Source: an optimization exercise on an open RTL-to-GDS flow (aim: small area). Production flows keep margins and buffers that such runs may drop. Only simulation tests tie the RTL to the original design; equivalence was not proved. No activity file was given, so power comes from the tool's default toggle rates.

==> run P: inputs <==
==> flow/design.v <==
package fqs_pkg;
   localparam int DEPTH  = 16;
   localparam int DATA_W = 32;
   localparam int POS_W  = $clog2(DEPTH);
   localparam int CNT_W  = $clog2(DEPTH + 1);
   localparam logic signed [DATA_W-1:0] NONE_VALUE = -1;
   typedef enum logic [2:0] {
      CMD_ENQUEUE = 3'd0,
      CMD_DEQUEUE = 3'd1,
      CMD_FIND    = 3'd2,
      CMD_READ    = 3'd3,
      CMD_CLEAR   = 3'd4
   } cmd_type;
   typedef enum logic [2:0] {
      ST_OK        = 3'd0,
      ST_EMPTY     = 3'd1,
      ST_NOT_FOUND = 3'd2,
      ST_RANGE     = 3'd3,
      ST_FULL      = 3'd4
   } status_type;
   typedef struct packed {
      logic shift;
      logic load;
   } cell_ctrl_type;
endpackage
module fqs_cell (
   input  logic                                clock,
   input  logic                                shift,
   input  logic signed [fqs_pkg::DATA_W-1:0]   shift_value,
   input  logic signed [fqs_pkg::DATA_W-1:0]   key,
   output logic signed [fqs_pkg::DATA_W-1:0]   value,
   output logic                                hit
);
   logic signed [fqs_pkg::DATA_W-1:0] value_ff;
   always_ff @(posedge clock) begin
      if (shift) begin
         value_ff <= shift_value;
      end
   end
   assign value = value_ff;
   assign hit   = (value_ff == key);
endmodule
module fifo_queue_with_search_core (
   input  logic                clock,
   input  logic                reset,
   input  logic                req_valid,
   output logic                req_stall,
   input  logic [2:0]          req_command,
   input  logic signed [31:0]  req_item_value,
   input  logic [4:0]          req_position,
   output logic                rsp_valid,
   input  logic                rsp_stall,
   output logic [2:0]          rsp_status,
   output logic signed [31:0]  rsp_read_value,
   output logic [3:0]          rsp_found_position,
   output logic [4:0]          rsp_entry_count,
   output logic                rsp_is_empty_flag
);
   localparam int DEPTH = fqs_pkg::DEPTH;
   localparam int POS_W = fqs_pkg::POS_W;
   localparam int CNT_W = fqs_pkg::CNT_W;
   logic                               accept;
   logic [CNT_W-1:0]                   count_ff;
   logic [CNT_W-1:0]                   count_in;
   logic [POS_W-1:0]                   last;
   logic                               enq_ok;
   logic                               is_empty;
   logic                               is_full;
   logic signed [fqs_pkg::DATA_W-1:0]  cell_value [DEPTH];
   logic [DEPTH-1:0]                   cell_hit;
   logic [DEPTH-1:0]                   live_hit;
   logic [POS_W-1:0]                   found_slot;
   logic                               rsp_valid_ff;
   logic                               rsp_valid_in;
   fqs_pkg::status_type                status_ff;
   fqs_pkg::status_type                status_in;
   logic [POS_W-1:0]                   rd_slot_ff;
   logic [POS_W-1:0]                   rd_slot_in;
   logic                               rd_none_ff;
   logic                               rd_none_in;
   logic [POS_W-1:0]                   found_ff;
   logic [POS_W-1:0]                   found_in;
   assign req_stall = rsp_valid_ff & rsp_stall;
   assign accept    = req_valid & ~req_stall;
   assign is_empty  = (count_ff == '0);
   assign is_full   = count_ff[CNT_W-1];
   assign last      = count_ff[POS_W-1:0] - POS_W'(1);
   genvar gi;
   generate
      for (gi = 0; gi < DEPTH; gi++) begin : g_cell
         localparam logic [CNT_W-1:0] IDX = gi;
         logic signed [fqs_pkg::DATA_W-1:0] below;
         if (gi == 0) begin : g_first
            assign below = req_item_value;
         end else begin : g_rest
            assign below = cell_value[gi-1];
         end
         assign live_hit[gi] = cell_hit[gi] & (IDX < count_ff);
         fqs_cell u_cell (
            .clock       (clock),
            .shift       (enq_ok),
            .shift_value (below),
            .key         (req_item_value),
            .value       (cell_value[gi]),
            .hit         (cell_hit[gi])
         );
      end
   endgenerate
   always_comb begin
      found_slot = '0;
      for (int i = 0; i < DEPTH; i++) begin
         if (live_hit[i]) begin
            found_slot = POS_W'(i);
         end
      end
   end
   always_comb begin
      enq_ok     = 1'b0;
      count_in   = count_ff;
      status_in  = fqs_pkg::ST_OK;
      found_in   = '0;
      rd_slot_in = last;
      rd_none_in = is_empty;
      if (accept) begin
         unique case (req_command)
            fqs_pkg::CMD_ENQUEUE: begin
               if (is_full) begin
                  status_in = fqs_pkg::ST_FULL;
               end else begin
                  enq_ok     = 1'b1;
                  count_in   = count_ff + CNT_W'(1);
                  rd_slot_in = count_ff[POS_W-1:0];
               end
            end
            fqs_pkg::CMD_DEQUEUE: begin
               if (is_empty) begin
                  status_in = fqs_pkg::ST_EMPTY;
               end else begin
                  count_in = count_ff - CNT_W'(1);
               end
            end
            fqs_pkg::CMD_FIND: begin
               if (|live_hit) begin
                  found_in = last - found_slot;
               end else begin
                  status_in = fqs_pkg::ST_NOT_FOUND;
               end
            end
            fqs_pkg::CMD_READ: begin
               rd_slot_in = last - req_position[POS_W-1:0];
               if (CNT_W'(req_position) >= count_ff) begin
                  status_in  = fqs_pkg::ST_RANGE;
                  rd_none_in = 1'b1;
               end
            end
            fqs_pkg::CMD_CLEAR: begin
               count_in = '0;
            end
            default: begin
            end
         endcase
      end
   end
   always_comb begin
      priority if (accept) begin
         rsp_valid_in = 1'b1;
      end else if (rsp_stall) begin
         rsp_valid_in = rsp_valid_ff;
      end else begin
         rsp_valid_in = 1'b0;
      end
   end
   always_ff @(posedge clock) begin
      if (reset) begin
         count_ff     <= '0;
         rsp_valid_ff <= 1'b0;
      end else begin
         count_ff     <= count_in;
         rsp_valid_ff <= rsp_valid_in;
      end
   end
   always_ff @(posedge clock) begin
      if (accept) begin
         status_ff  <= status_in;
         rd_slot_ff <= rd_slot_in;
         rd_none_ff <= rd_none_in;
         found_ff   <= found_in;
      end
   end
   assign rsp_valid          = rsp_valid_ff;
   assign rsp_status         = status_ff;
   assign rsp_read_value     = rd_none_ff ? fqs_pkg::NONE_VALUE : cell_value[rd_slot_ff];
   assign rsp_found_position = found_ff;
   assign rsp_entry_count    = count_ff;
   assign rsp_is_empty_flag  = is_empty;
endmodule
==> flow/run.sh <==
#!/bin/bash
# synth_recipe.tcl (not shown) runs the flow's synth.tcl, then flattens the netlist and writes it again
# the make line also repeats each setting of config.mk as NAME=value (left out here)
make -C /OpenROAD-flow-scripts/flow DESIGN_CONFIG=/design/flow/config.mk WORK_HOME=/design/flow/orfs CLKGATE_MAP_FILE= SYNTH_SCRIPT=/design/flow/synth_recipe.tcl finish
==> flow/config.mk <==
export PLATFORM = sky130hd
export DESIGN_NAME = fifo_queue_with_search_core
export DESIGN_NICKNAME = fifo_queue_with_search_core
export VERILOG_FILES = /design/flow/design.v
export SDC_FILE = /design/flow/constraint.sdc
export NUM_CORES = 4
export LEC_CHECK = 0
export CAP_MARGIN = 0
export CORE_MARGIN = 2
export CORE_UTILIZATION = 40
export GPL_TIMING_DRIVEN = 0
export SLEW_MARGIN = 0
==> flow/constraint.sdc <==
create_clock -name core_clock -period 5.0 [get_ports {clock}]
set_input_delay 1.0000 -clock core_clock [delete_from_list [all_inputs] [get_ports {clock}]]
set_output_delay 1.0000 -clock core_clock [all_outputs]
set_load 0.01 [all_outputs]
==> run G: changes against run P <==
--- a/flow/design.v
+++ b/flow/design.v
@@ -81,4 +81,5 @@
    logic [POS_W-1:0]                   found_ff;
    logic [POS_W-1:0]                   found_in;
+   logic                               found_hit;
    assign req_stall = rsp_valid_ff & rsp_stall;
    assign accept    = req_valid & ~req_stall;
@@ -108,10 +109,14 @@
    endgenerate
    always_comb begin
-      found_slot = '0;
-      for (int i = 0; i < DEPTH; i++) begin
-         if (live_hit[i]) begin
-            found_slot = POS_W'(i);
-         end
-      end
+      logic [7:0] h8;
+      logic [3:0] h4;
+      logic [1:0] h2;
+      found_slot[3] = |live_hit[15:8];
+      h8            = found_slot[3] ? live_hit[15:8] : live_hit[7:0];
+      found_slot[2] = |h8[7:4];
+      h4            = found_slot[2] ? h8[7:4] : h8[3:0];
+      found_slot[1] = |h4[3:2];
+      h2            = found_slot[1] ? h4[3:2] : h4[1:0];
+      found_slot[0] = h2[1];
    end
    always_comb begin
@@ -119,5 +124,5 @@
       count_in   = count_ff;
       status_in  = fqs_pkg::ST_OK;
-      found_in   = '0;
+      found_hit  = 1'b0;
       rd_slot_in = last;
       rd_none_in = is_empty;
@@ -142,5 +147,5 @@
             fqs_pkg::CMD_FIND: begin
                if (|live_hit) begin
-                  found_in = last - found_slot;
+                  found_hit = 1'b1;
                end else begin
                   status_in = fqs_pkg::ST_NOT_FOUND;
@@ -161,4 +166,5 @@
          endcase
       end
+      found_in = found_hit ? ~found_slot : POS_W'(0) - count_in[POS_W-1:0];
    end
    always_comb begin
@@ -191,5 +197,5 @@
    assign rsp_status         = status_ff;
    assign rsp_read_value     = rd_none_ff ? fqs_pkg::NONE_VALUE : cell_value[rd_slot_ff];
-   assign rsp_found_position = found_ff;
+   assign rsp_found_position = count_ff[POS_W-1:0] + found_ff;
    assign rsp_entry_count    = count_ff;
    assign rsp_is_empty_flag  = is_empty;
==> flow/flow/run.sh (new file) <==
#!/bin/bash
# Layout flow: the standard ORFS flow (standard.sh), with these changes:
#  - the input and output ports are buffered with plain buf cells (buf_2 on
#    inputs, buf_1 on outputs) instead of the delay buffer buffer_ports picks;
#  - the buffers ABC inserted are removed at floorplan, so repair_design
#    buffers the nets that need it after placement;
#  - repair_design after placement may not use the largest buffers;
#  - CTS adds no dummy loads to balance the clock tree.
# Every tool's output goes to the ORFS logs under orfs/logs, and make's own
# output to standard.log in this folder.
set -euo pipefail
FLOW_DIR=$(cd "$(dirname "$0")" && pwd)
export DONT_BUFFER_PORTS=1
export PRE_GLOBAL_PLACE_TCL=$FLOW_DIR/buffer_ports.tcl
export PRE_RESIZE_TCL=$FLOW_DIR/resize_cells.tcl
export REMOVE_ABC_BUFFERS=1
export CTS_ARGS="-sink_clustering_enable -repair_clock_nets -buf_list sky130_fd_sc_hd__clkbuf_8 -sink_clustering_size 16 -sink_clustering_max_diameter 50 -dont_use_dummy_load"
bash standard.sh > standard.log 2>&1
==> flow/flow/buffer_ports.tcl (new file) <==
# Buffer every input (but the clock) and every output port.
buffer_ports -inputs -buffer_cell sky130_fd_sc_hd__buf_2
buffer_ports -outputs -buffer_cell sky130_fd_sc_hd__buf_1
==> flow/flow/resize_cells.tcl (new file) <==
# Keep repair_design to small buffers.
set_dont_use {sky130_fd_sc_hd__buf_6 sky130_fd_sc_hd__buf_8 sky130_fd_sc_hd__buf_12 sky130_fd_sc_hd__buf_16 sky130_fd_sc_hd__bufbuf_8 sky130_fd_sc_hd__bufbuf_16 sky130_fd_sc_hd__bufinv_8 sky130_fd_sc_hd__bufinv_16 sky130_fd_sc_hd__clkbuf_8 sky130_fd_sc_hd__clkbuf_16}
==> flow/standard.sh (new file) <==
#!/bin/bash
# synth_recipe.tcl (not shown) runs the flow's synth.tcl, then flattens the netlist and writes it again
# the make line also repeats each setting of config.mk as NAME=value (left out here)
make -C /OpenROAD-flow-scripts/flow DESIGN_CONFIG=/design/flow/config.mk WORK_HOME=/design/flow/orfs CLKGATE_MAP_FILE= SYNTH_SCRIPT=/design/flow/synth_recipe.tcl "${@:-finish}"
--- a/flow/config.mk
+++ b/flow/config.mk
@@ -6,7 +6,8 @@
 export NUM_CORES = 4
 export LEC_CHECK = 0
-export CAP_MARGIN = 0
+export CAP_MARGIN = 20
 export CORE_MARGIN = 2
-export CORE_UTILIZATION = 40
+export CORE_UTILIZATION = 45
 export GPL_TIMING_DRIVEN = 0
-export SLEW_MARGIN = 0
+export SETUP_SLACK_MARGIN = 0.3
+export SLEW_MARGIN = 20
removed: flow/run.sh
==> summary.md <==
| Metric | Value |
|---|---|
| Outcome | `complete, no violations` |
| Register share of the cell area | `55.7%` |
| Comb_multi_in | `1264` |
| Clock Latency Late Sink | `0.75 ns` |
| Clk pwr share | `30.4%` |
| Peak VDD IR | `0.188 mV` |
| Top cells by count, synth | `edfxtp_1, xnor2_1, xor2_1` |
| Worst reg2reg endpoint | `g_cell[1].u_cell.value_ff[26]` |
| Die X-Extent | `245 um` |
| Mapped Area | `26100 um^2` |
| Pre-CTS WS | `-0.0228 ns` |
the above is filed under run G

==> summary.md <==
| Metric | Value |
|---|---|
| Worst reg2reg endpoint | `found_ff[3]` |
| # setup viols final | `5` |
| Max-cap violations | `1` |
| Die X-Extent | `259 um` |
| Outcome | `complete, but fails checks` |
| Mapped Area | `26000 um^2` |
| Failing Checks | `capacitance limit, setup timing` |
| Clk pwr share | `42.3%` |
| PnR worst setup slack | `-0.102 ns` |
| Pre-CTS WS | `-1.13 ns` |
| Top cells by count, synth | `edfxtp_1, xor2_1, xnor2_1` |
the above is filed under run P

==> afterwards: timing with drivers on the ports <==
The results above use ideal ports. As a check the final layouts listed here were re-extracted and re-timed, cells and wires unchanged.
Step 1, drivers: a clkbuf_16 drives clock and a buf_2 each remaining input, both assumed.
Step 2 also shifts input and output timing later by t, the mid clock arrival at the registers, as if the neighbouring blocks saw the same clock.
Three values: ideal ports, drivers, drivers and shift; two values: the first two.
| run | t, ns | slack for setup (ns) | worst data-port slew with drivers (ns) |
|---|---|---|---|
| run P | 0.706 | -0.102 / -0.116 / -0.773 | 0.07 |
| run G | 0.757 | 0.377 / 0.321 / -0.129 | 0.06 |
With both steps, setup timing fails in run G, where it was met with ideal ports. For run P, which loses most, drivers alone change the setup slack by -0.014 ns; drivers and shift together by -0.671 ns.
